This design comes from an exercise in tuning for small area on the open sky130 flow, not from production work. The RTL was checked by simulation tests, not by an equivalence proof against the original design. Power and IR drop assume default switching activity.

`flow/constraint.sdc`:
```
create_clock -name core_clock -period 6.0 [get_ports {wb_clk_i}]
set_input_delay 1.2000 -clock core_clock [delete_from_list [all_inputs] [get_ports {wb_clk_i}]]
set_output_delay 1.2000 -clock core_clock [all_outputs]
set_load 0.01 [all_outputs]
```
`flow/run.sh`:
```
#!/bin/bash
# synth_recipe.tcl (not shown) runs the flow's synth.tcl, then flattens the netlist and writes it again
# the make line also repeats each setting of config.mk as NAME=value (left out here)
make -C /OpenROAD-flow-scripts/flow DESIGN_CONFIG=/design/flow/config.mk WORK_HOME=/design/flow/orfs CLKGATE_MAP_FILE= SYNTH_SCRIPT=/design/flow/synth_recipe.tcl finish
```
`flow/design.v`:
```
`default_nettype none
package sonar_pkg;
    localparam int BUS_W = 16;                  
    localparam logic [3:0] SOC_REGION = 4'd3;   
    typedef enum logic [8:0] {
        GLB_STATUS    = 9'd0,
        GLB_PRESCALER = 9'd1
    } glb_reg_e;
    typedef enum logic [3:0] {
        CH_THRESH = 4'd0,   
        CH_SAMPLE = 4'd1,   
        CH_LEVEL  = 4'd2    
    } chan_reg_e;
    typedef struct packed {
        logic             sel;       
        logic             we;
        chan_reg_e        reg_ofs;
        logic [BUS_W-1:0] wdat;
    } chan_req_t;
    typedef struct packed {
        logic [BUS_W-1:0] rdat;
    } chan_rsp_t;
    typedef struct packed {
        logic ce_pdm;
        logic ce_pcm;
    } clk_en_t;
endpackage
`default_nettype wire
`timescale 1ns/100ps
`default_nettype none
module sonar_clock_gen
#(
    parameter int PDM_DIV = 4
) (
    input  wire logic        wb_clk_i,
    input  wire logic        wb_rst_i,
    input  wire logic [31:0] prescaler_i,
    input  wire logic        prescaler_wr_i,
    output sonar_pkg::clk_en_t          clk_en_o,
    output logic             mclk_o
);
    localparam int CNT_W = (PDM_DIV > 2) ? $clog2(PDM_DIV) : 1;
    localparam logic [CNT_W-1:0] DIV_LAST = CNT_W'(PDM_DIV - 1);
    logic [CNT_W-1:0] div_cnt;
    logic [CNT_W-1:0] div_nxt;
    logic             ce_pdm;
    logic [31:0]      pcm_cnt;
    assign div_nxt = (div_cnt == DIV_LAST) ? '0 : div_cnt + 1'b1;
    always_ff @(posedge wb_clk_i) begin
        if (wb_rst_i) begin
            div_cnt <= DIV_LAST;
            mclk_o  <= 1'b0;
            ce_pdm  <= 1'b0;
        end else begin
            div_cnt <= div_nxt;
            mclk_o  <= (div_nxt < CNT_W'(PDM_DIV / 2));   
            ce_pdm  <= (div_nxt == '0);
        end
    end
    assign clk_en_o.ce_pdm = ce_pdm;
    assign clk_en_o.ce_pcm = ce_pdm && (pcm_cnt == prescaler_i);
    always_ff @(posedge wb_clk_i) begin
        if (wb_rst_i || prescaler_wr_i)
            pcm_cnt <= '0;
        else if (clk_en_o.ce_pcm)
            pcm_cnt <= '0;
        else if (ce_pdm)
            pcm_cnt <= pcm_cnt + 1'b1;
    end
endmodule
`default_nettype wire
`timescale 1ns/100ps
`default_nettype none
module pdm_decimator
(
    input  wire logic       wb_clk_i,
    input  wire logic       wb_rst_i,
    input  wire sonar_pkg::clk_en_t    clk_en_i,
    input  wire logic       pdm_i,
    output logic [sonar_pkg::BUS_W-1:0] sample_o,
    output logic            sample_stb_o
);
    logic [sonar_pkg::BUS_W-1:0] ones_cnt;
    logic [sonar_pkg::BUS_W-1:0] ones_nxt;
    assign ones_nxt = ones_cnt + sonar_pkg::BUS_W'(pdm_i);
    always_ff @(posedge wb_clk_i) begin
        if (wb_rst_i) begin
            ones_cnt     <= '0;
            sample_o     <= '0;
            sample_stb_o <= 1'b0;
        end else begin
            sample_stb_o <= 1'b0;
            if (clk_en_i.ce_pcm) begin   
                sample_o     <= ones_nxt;
                sample_stb_o <= 1'b1;
                ones_cnt     <= '0;
            end else if (clk_en_i.ce_pdm) begin
                ones_cnt <= ones_nxt;
            end
        end
    end
endmodule
`default_nettype wire
`timescale 1ns/100ps
`default_nettype none
module sample_window
#(
    parameter int WIN_LOG2 = 2
) (
    input  wire logic             wb_clk_i,
    input  wire logic             wb_rst_i,
    input  wire logic [sonar_pkg::BUS_W-1:0] sample_i,
    input  wire logic             sample_stb_i,
    output logic [sonar_pkg::BUS_W-1:0]      level_o,
    output logic                  level_stb_o
);
    localparam int WIN_LEN = 1 << WIN_LOG2;
    localparam int SUM_W   = sonar_pkg::BUS_W + WIN_LOG2;
    logic [sonar_pkg::BUS_W-1:0] win [WIN_LEN];
    logic [SUM_W-1:0] sum_q;
    logic [SUM_W-1:0] sum_nxt;
    assign sum_nxt = sum_q + SUM_W'(sample_i) - SUM_W'(win[WIN_LEN-1]);
    always_ff @(posedge wb_clk_i) begin
        if (wb_rst_i) begin
            for (int i = 0; i < WIN_LEN; i++)
                win[i] <= '0;
            sum_q       <= '0;
            level_o     <= '0;
            level_stb_o <= 1'b0;
        end else begin
            level_stb_o <= sample_stb_i;
            if (sample_stb_i) begin
                win[0] <= sample_i;
                for (int i = 1; i < WIN_LEN; i++)
                    win[i] <= win[i-1];
                sum_q   <= sum_nxt;
                level_o <= sonar_pkg::BUS_W'(sum_nxt >> WIN_LOG2);   
            end
        end
    end
endmodule
`default_nettype wire
`timescale 1ns/100ps
`default_nettype none
module sonar_channel
#(
    parameter int WIN_LOG2 = 2
) (
    input  wire logic      wb_clk_i,
    input  wire logic      wb_rst_i,
    input  wire sonar_pkg::chan_req_t req_i,
    output sonar_pkg::chan_rsp_t      rsp_o,
    input  wire sonar_pkg::clk_en_t   clk_en_i,
    input  wire logic      pdm_i,
    input  wire logic      mclear_i,
    output logic           echo_o
);
    logic [sonar_pkg::BUS_W-1:0] thresh_q;
    logic [sonar_pkg::BUS_W-1:0] sample;
    logic             sample_stb;
    logic [sonar_pkg::BUS_W-1:0] level;
    logic             level_stb;
    logic             thresh_wr;
    pdm_decimator u_dec (
        .wb_clk_i     (wb_clk_i),
        .wb_rst_i     (wb_rst_i),
        .clk_en_i     (clk_en_i),
        .pdm_i        (pdm_i),
        .sample_o     (sample),
        .sample_stb_o (sample_stb)
    );
    sample_window #(
        .WIN_LOG2 (WIN_LOG2)
    ) u_win (
        .wb_clk_i     (wb_clk_i),
        .wb_rst_i     (wb_rst_i),
        .sample_i     (sample),
        .sample_stb_i (sample_stb),
        .level_o      (level),
        .level_stb_o  (level_stb)
    );
    assign thresh_wr = req_i.sel && req_i.we && (req_i.reg_ofs == sonar_pkg::CH_THRESH);
    always_ff @(posedge wb_clk_i) begin
        if (wb_rst_i) begin
            thresh_q <= '1;   
            echo_o   <= 1'b0;
        end else begin
            if (thresh_wr)
                thresh_q <= req_i.wdat;
            if (mclear_i || thresh_wr)
                echo_o <= 1'b0;
            else if (level_stb && (level > thresh_q))
                echo_o <= 1'b1;
        end
    end
    always_comb begin
        case (req_i.reg_ofs)
            sonar_pkg::CH_THRESH: rsp_o.rdat = thresh_q;
            sonar_pkg::CH_SAMPLE: rsp_o.rdat = sample;
            sonar_pkg::CH_LEVEL:  rsp_o.rdat = level;
            default:   rsp_o.rdat = '0;
        endcase
    end
endmodule
`default_nettype wire
`timescale 1ns/100ps
`default_nettype none
module wb_sonar_regs
#(
    parameter int N_CHANNELS = 4
) (
    input  wire logic                        wb_clk_i,
    input  wire logic                        wb_rst_i,
    input  wire logic                        wbs_cyc_i,
    input  wire logic                        wbs_stb_i,
    input  wire logic                        wbs_we_i,
    input  wire logic [3:0]                  wbs_sel_i,
    input  wire logic [31:0]                 wbs_adr_i,
    input  wire logic [31:0]                 wbs_dat_i,
    output logic                             wbs_ack_o,
    output logic [31:0]                      wbs_dat_o,
    output logic [N_CHANNELS*(6+sonar_pkg::BUS_W)-1:0] chan_req_o,   
    input  wire logic [N_CHANNELS*sonar_pkg::BUS_W-1:0]  chan_rsp_i,
    input  wire logic [N_CHANNELS-1:0]       echo_i,
    output logic [31:0]                      prescaler_o,
    output logic                             prescaler_wr_o,
    output logic                             irq_o
);
    localparam int REQ_W = 2 + 4 + sonar_pkg::BUS_W;   
    logic                  acc;       
    logic                  wr_en;
    sonar_pkg::glb_reg_e              word;
    logic [8:0]            chan_ofs;
    logic [4:0]            chan_num;
    logic                  is_chan;
    logic [sonar_pkg::BUS_W-1:0]      ch_rdat;
    logic [31:0]           rd_nxt;
    logic [N_CHANNELS-1:0] status_q;
    assign acc = wbs_cyc_i && wbs_stb_i && (wbs_adr_i[31:28] == sonar_pkg::SOC_REGION) && !wbs_ack_o;
    assign wr_en = wbs_we_i && wbs_sel_i[0];
    assign word     = sonar_pkg::glb_reg_e'(wbs_adr_i[10:2]);
    assign chan_ofs = wbs_adr_i[10:2] - 9'd2;
    assign chan_num = chan_ofs[8:4];
    assign is_chan  = (wbs_adr_i[10:2] >= 9'd2);
    assign prescaler_wr_o = acc && wr_en && (word == sonar_pkg::GLB_PRESCALER);
    assign irq_o = |status_q;
    always_comb begin
        for (int c = 0; c < N_CHANNELS; c++) begin
            chan_req_o[c*REQ_W +: REQ_W] = {acc && is_chan && (chan_num == c),
                                            wr_en,
                                            chan_ofs[3:0],
                                            wbs_dat_i[sonar_pkg::BUS_W-1:0]};
        end
    end
    always_comb begin
        ch_rdat = '0;   
        for (int c = 0; c < N_CHANNELS; c++) begin
            if (is_chan && (chan_num == c))
                ch_rdat = chan_rsp_i[c*sonar_pkg::BUS_W +: sonar_pkg::BUS_W];
        end
        case (word)
            sonar_pkg::GLB_STATUS:    rd_nxt = 32'(status_q);
            sonar_pkg::GLB_PRESCALER: rd_nxt = prescaler_o;
            default:       rd_nxt = {{(32-sonar_pkg::BUS_W){ch_rdat[sonar_pkg::BUS_W-1]}}, ch_rdat};
        endcase
    end
    always_ff @(posedge wb_clk_i) begin
        if (wb_rst_i) begin
            wbs_ack_o   <= 1'b0;
            status_q    <= '0;
            prescaler_o <= 32'd49;
        end else begin
            wbs_ack_o <= acc;
            status_q  <= echo_i;
            if (prescaler_wr_o)
                prescaler_o <= wbs_dat_i;
        end
    end
    always_ff @(posedge wb_clk_i) begin
        if (acc)
            wbs_dat_o <= rd_nxt;   
    end
endmodule
`default_nettype wire
`timescale 1ns/100ps
`default_nettype none
module sonar_top
#(
    parameter int N_CHANNELS = 4,
    parameter int PDM_DIV    = 4,
    parameter int WIN_LOG2   = 2
) (
    input  wire logic                  wb_clk_i,
    input  wire logic                  wb_rst_i,
    input  wire logic                  wbs_cyc_i,
    input  wire logic                  wbs_stb_i,
    input  wire logic                  wbs_we_i,
    input  wire logic [3:0]            wbs_sel_i,
    input  wire logic [31:0]           wbs_adr_i,
    input  wire logic [31:0]           wbs_dat_i,
    output logic                       wbs_ack_o,
    output logic [31:0]                wbs_dat_o,
    input  wire logic [N_CHANNELS-1:0] pdm_i,
    input  wire logic                  mclear_i,
    output logic                       mclk_o,
    output logic                       irq_o
);
    sonar_pkg::clk_en_t                   clk_en;
    logic [31:0]               prescaler;
    logic                      prescaler_wr;
    localparam int REQ_W = 2 + 4 + sonar_pkg::BUS_W;   
    logic [N_CHANNELS*REQ_W-1:0]            chan_req;
    logic [N_CHANNELS*sonar_pkg::BUS_W-1:0] chan_rsp;
    logic [N_CHANNELS-1:0]     echo;
    sonar_clock_gen #(
        .PDM_DIV (PDM_DIV)
    ) u_clk (
        .wb_clk_i       (wb_clk_i),
        .wb_rst_i       (wb_rst_i),
        .prescaler_i    (prescaler),
        .prescaler_wr_i (prescaler_wr),
        .clk_en_o       (clk_en),
        .mclk_o         (mclk_o)
    );
    wb_sonar_regs #(
        .N_CHANNELS (N_CHANNELS)
    ) u_regs (
        .wb_clk_i       (wb_clk_i),
        .wb_rst_i       (wb_rst_i),
        .wbs_cyc_i      (wbs_cyc_i),
        .wbs_stb_i      (wbs_stb_i),
        .wbs_we_i       (wbs_we_i),
        .wbs_sel_i      (wbs_sel_i),
        .wbs_adr_i      (wbs_adr_i),
        .wbs_dat_i      (wbs_dat_i),
        .wbs_ack_o      (wbs_ack_o),
        .wbs_dat_o      (wbs_dat_o),
        .chan_req_o     (chan_req),
        .chan_rsp_i     (chan_rsp),
        .echo_i         (echo),
        .prescaler_o    (prescaler),
        .prescaler_wr_o (prescaler_wr),
        .irq_o          (irq_o)
    );
    for (genvar c = 0; c < N_CHANNELS; c++) begin : g_chan
        sonar_channel #(
            .WIN_LOG2 (WIN_LOG2)
        ) u_chan (
            .wb_clk_i (wb_clk_i),
            .wb_rst_i (wb_rst_i),
            .req_i    (chan_req[c*REQ_W +: REQ_W]),
            .rsp_o    (chan_rsp[c*sonar_pkg::BUS_W +: sonar_pkg::BUS_W]),
            .clk_en_i (clk_en),
            .pdm_i    (pdm_i[c]),
            .mclear_i (mclear_i),
            .echo_o   (echo[c])
        );
    end
endmodule
`default_nettype wire
```
`flow/config.mk`:
```
export PLATFORM = sky130hd
export DESIGN_NAME = sonar_top
export DESIGN_NICKNAME = sonar_top
export VERILOG_FILES = /design/flow/design.v
export SDC_FILE = /design/flow/constraint.sdc
export NUM_CORES = 4
export LEC_CHECK = 0
export CAP_MARGIN = 20
export CORE_MARGIN = 2
export CORE_UTILIZATION = 40
export SLEW_MARGIN = 20
```
==> run summary <==
## metrics by stage
stage	instances	instance area (µm²)	worst slack, ns	util (%)	hold slack, ns
floorplan	3701	32830	2.180	-	0.4354
global placement	4698	34510	1.199	42.23	0.4515
detailed placement	4698	34510	1.168	42.24	0.4626
CTS	4827	36970	1.826	45.24	0.4753
global route	4827	36970	1.508	45.24	0.4968
finish	4827	36970	1.749	45.24	0.4799
## synthesized netlist by cell type, types with 30 or more instances
cell type,n,area (µm²)
clkbuf_1,109,409.1
nor2b_1,32,200.2
nand4_1,47,294.0
ha_1,148,1852
dfxtp_1,599,11990
a211o_1,50,437.9
xor2_1,140,1226
buf_2,30,150.1
o21ai_0,117,585.6
fa_1,64,1281
nand2_1,290,1089
inv_1,348,1306
a21oi_1,133,665.6
a21o_1,44,330.3
nor3_1,48,240.2
nor2_1,573,2151
xnor2_1,73,639.4
edfxtp_1,32,960.9
mux2i_1,403,4034
nand3_1,46,230.2
and3_1,35,219.0
buf_1,41,153.9
## final timing paths
path	end	slack, ns	cells past startpoint
setup reg to reg	g_chan[3].u_chan.u_win.level_o[13]	2.31	12
setup / recovery	g_chan[0].u_chan.thresh_q[0]	1.75	12
hold reg to reg	g_chan[1].u_chan.u_win.win[1][15]	0.48	2
hold / removal	g_chan[1].u_chan.u_win.win[1][15]	0.48	2
## cell usage in the layout (no fill, tap or decap), types with 32 or more instances in the layout
master             n
a211o_1           50
a21o_1            44
a21oi_1          133
and3_1            35
buf_4             32
clkbuf_16         71
clkdlybuf4s50_1   87
dfxtp_1          597
edfxtp_1          32
fa_1              64
ha_1             148
inv_1            347
mux2i_1          403
nand2_1          290
nand3_1           46
nand4_1           47
nor2_1           572
nor2b_1           32
nor3_1            48
o21ai_0          117
xnor2_1           73
xor2_1           140
## flip-flops by register name, indices dropped and copies added, names as in the netlist
register / flops
u_regs.prescaler_o: 32
g_chan.u_chan.u_win.sum_q: 8
u_regs.status_q: 4
u_clk.pcm_cnt: 32
g_chan.u_chan.thresh_q: 64
g_chan.u_chan.u_win.win: 256
u_clk.ce_pdm: 1
u_clk.div_cnt: 2
g_chan.u_chan.u_dec.sample_stb_o: 1
g_chan.u_chan.u_win.level_o: 64
g_chan.u_chan.u_dec.sample_o: 64
g_chan.u_chan.u_win.level_stb_o: 1
u_regs.wbs_dat_o: 32
u_clk.mclk_o: 1
g_chan.u_chan.echo_o: 4
u_regs.wbs_ack_o: 1
g_chan.u_chan.u_dec.ones_cnt: 64
## cell type report
type	count	area (µm²)	share of cell area (%)
clock buffer	105	2064	5.584
clock inverter	24	392.9	1.063
inverter	349	1310	3.543
multi-input combinational	2525	17740	47.97
sequential	631	12960	35.05
tap	1070	1339	3.621
timing repair buffer	123	1171	3.168
## metal layers
metal | up-vias | GRT usage (%) | share of wire, %
li1 | 12440 | - | -
met1 | 11670 | 26.41 | 48
met2 | 471 | 31.82 | 46
met3 | 105 | 2.677 | 4.8
met4 | 0 | 5.295 | 2.1
met5 | - | 0 | 0
## worst reg2reg max path, cell delays in order, from the launching register on
cell and delay [ns]:
dfxtp_1 0.41, inv_1 0.08, fa_1 0.48, inv_1 0.06
ha_1 0.31, a211oi_1 0.26, o21ai_0 0.17, a31oi_1 0.39
o21ai_1 0.16, a311oi_1 0.63, o21ai_0 0.22, mux2i_1 0.18
o311ai_0 0.16
## cell families after synthesis
group,count (synthesis)
simple gates,1171
xor+xnor,213
mux,405
flops,631
compound gates,524
fa+ha+maj,212
buf+inv,545
## where the power goes
group / switching [mW] / internal [mW]
clock network: 1.79 / 2.75
registers: 0.00727 / 4.23
logic: 0.223 / 0.0994
==> impl_metrics.yaml <==
status:
  outcome: "timing/DRC/antenna clean"
critical_path:
  worstSetupEndpointType: "flop"
  cp_data_required_time_ns: 6.51
  cp-start-kind: "primary input"
  crit_start: "wbs_adr_i[4]"
  cp.arrival_ns: 4.76
  crit_type: "primary input to flop"
  r2r_start: "g_chan[3].u_chan.u_dec.sample_o[1]"
  slowest_stage: "and3_1"
  cpLargestDelayFamily: "simple AND/OR/NAND/NOR gates"
  path_cells: "clkdlybuf4s50_1 > inv_1 > ha_1 > xor2_1 > nand2b_1 > nor3_2 > inv_2 > a2111oi_4 > and3_1 > buf_4 > nor2b_1 > a211o_1"
  critPathMaxFanout: 19
  crit_path_max_incr_delay_ns: 0.58
  crit_buf_inv: 4
floorplanning:
  die_w_um: 290.5
  coreArea_um2: 81720
  fp.dieH_um: 290.5
  num_rows: 105
  die-area_um2: 84370
  start_util_pct: 40.17
  top_level_ports: 113
logic_synthesis:
  yosysUniqueCellTypes: 80
  synthCells: 3701
  yosysSeqAreaShare_pct: 39.46
  avgSynthCellArea_um2: 8.870
  ys_ff_latch: 631
  synth_compound_area_share_pct: 10.55
  synthMuxAreaShare_pct: 12.36
  synth_nets: 3991
  synthFlopType: "dfxtp_1"
  post_synth_xor_area_fraction_pct: 5.683
  synth_top_family_by_area: "simple AND/OR/NAND/NOR gates"
  synth-simple-area-share_pct: 15.83
  ys_warn_count: 6
  synth_adder_area_share_pct: 9.544
  syn_area_um2: 32830
  async_reset_ff_share_pct: 0
  synth_edf_count: 32
finish:
  antenna_cells: 0
  num-nets-final: 3990
  nFillCells: 8051
  drive_gt1_share_pct: 4.738
  synthToLayoutAreaGrowth_pct: 12.63
run:
  drv_cap: 0
timing:
  fin_crit_sh_pct: 70.86
  tightest_slew_ns: 1.069
  fmax_mhz: 235.2
  maxSlewViolCount: 0
  rsz0062_at_grt: "no"
  max_slew_margin_pct: 28.73
  setup_viol: 0
  skew_ns: 0.02776
  finalHoldViolCount: 0
  setup_tns_ns: 0
  period_minus_slack_ns: 4.251
drt:
  antenna_left: 0
  vias: 24690
  wirelength_mm: 82.44
  drc: 0
  first_pass_iters: 5
  wl_per_cell_um: 17.08
  viasPerCell: 5.115
  drt_iter0_drc: 1680
clock_tree:
  cts_buffer_depth: 3
  cts-root-buf: "clkbuf_16"
  postCtsResizedCells: 0
  cts_tree: "built"
  htreeDepth: 3
  insertion_delay_ns: 0.63
  clock_sinks: 631
  post_cts_buffers: 0
  hold_buffers: 0
  clkTransAtPathRegs_ns: 0.06
  cts_made_buffers: 70
worst_hold_path:
  min_from: "g_chan[1].u_chan.u_win.win[0][15]"
  min-delay-path-class: "flop to flop"
global_route:
  grtUsageTotal_pct: 19.29
  grt_max_degree: 177
  grt_overflow: 0
  grt_pass1_vias: 23490
  grt_pass1_wl_mm: 130.9
  antenna_found_initial: 1
power_and_ir_drop:
  leakagePower_nw: 14.79
  p_per_area_nw_per_um2: 246.1
  power.total_mw: 9.100
  peakVddDrop_mv: 0.1569
placed_design:
  port_buffers: 90
  gp_congestion: 0.9226
  dp_hpwl_mm: 57.83

## what the ideal ports hide
In the flow no input, the clock included, has a driving cell. The finished layout below was timed again as built, in two steps. Step 1 sets driving cells, clkbuf_16 on the clock port and buf_2 on the other inputs (assumed; they add their load-dependent delay and slew). Step 2, shift: input delay + t, output delay - t, t = (earliest + latest rising clock arrival at the registers) / 2. This alone moves slack from input paths to output paths. Slacks: no drivers / after step 1 / after step 2; pairs: no drivers / after step 1.
t, ns: 0.682
setup slack, ns: 1.749 / 1.733 / 1.051
latest minus earliest clock arrival (ns): 0.028 / 0.028
slew at the worst register clock pin (ns): 0.06 / 0.06
cell pins on the clock port's net: 1
After both steps this run still meets setup and hold. For this run, drivers alone change the setup slack by -0.016 ns; drivers and shift together by -0.698 ns.
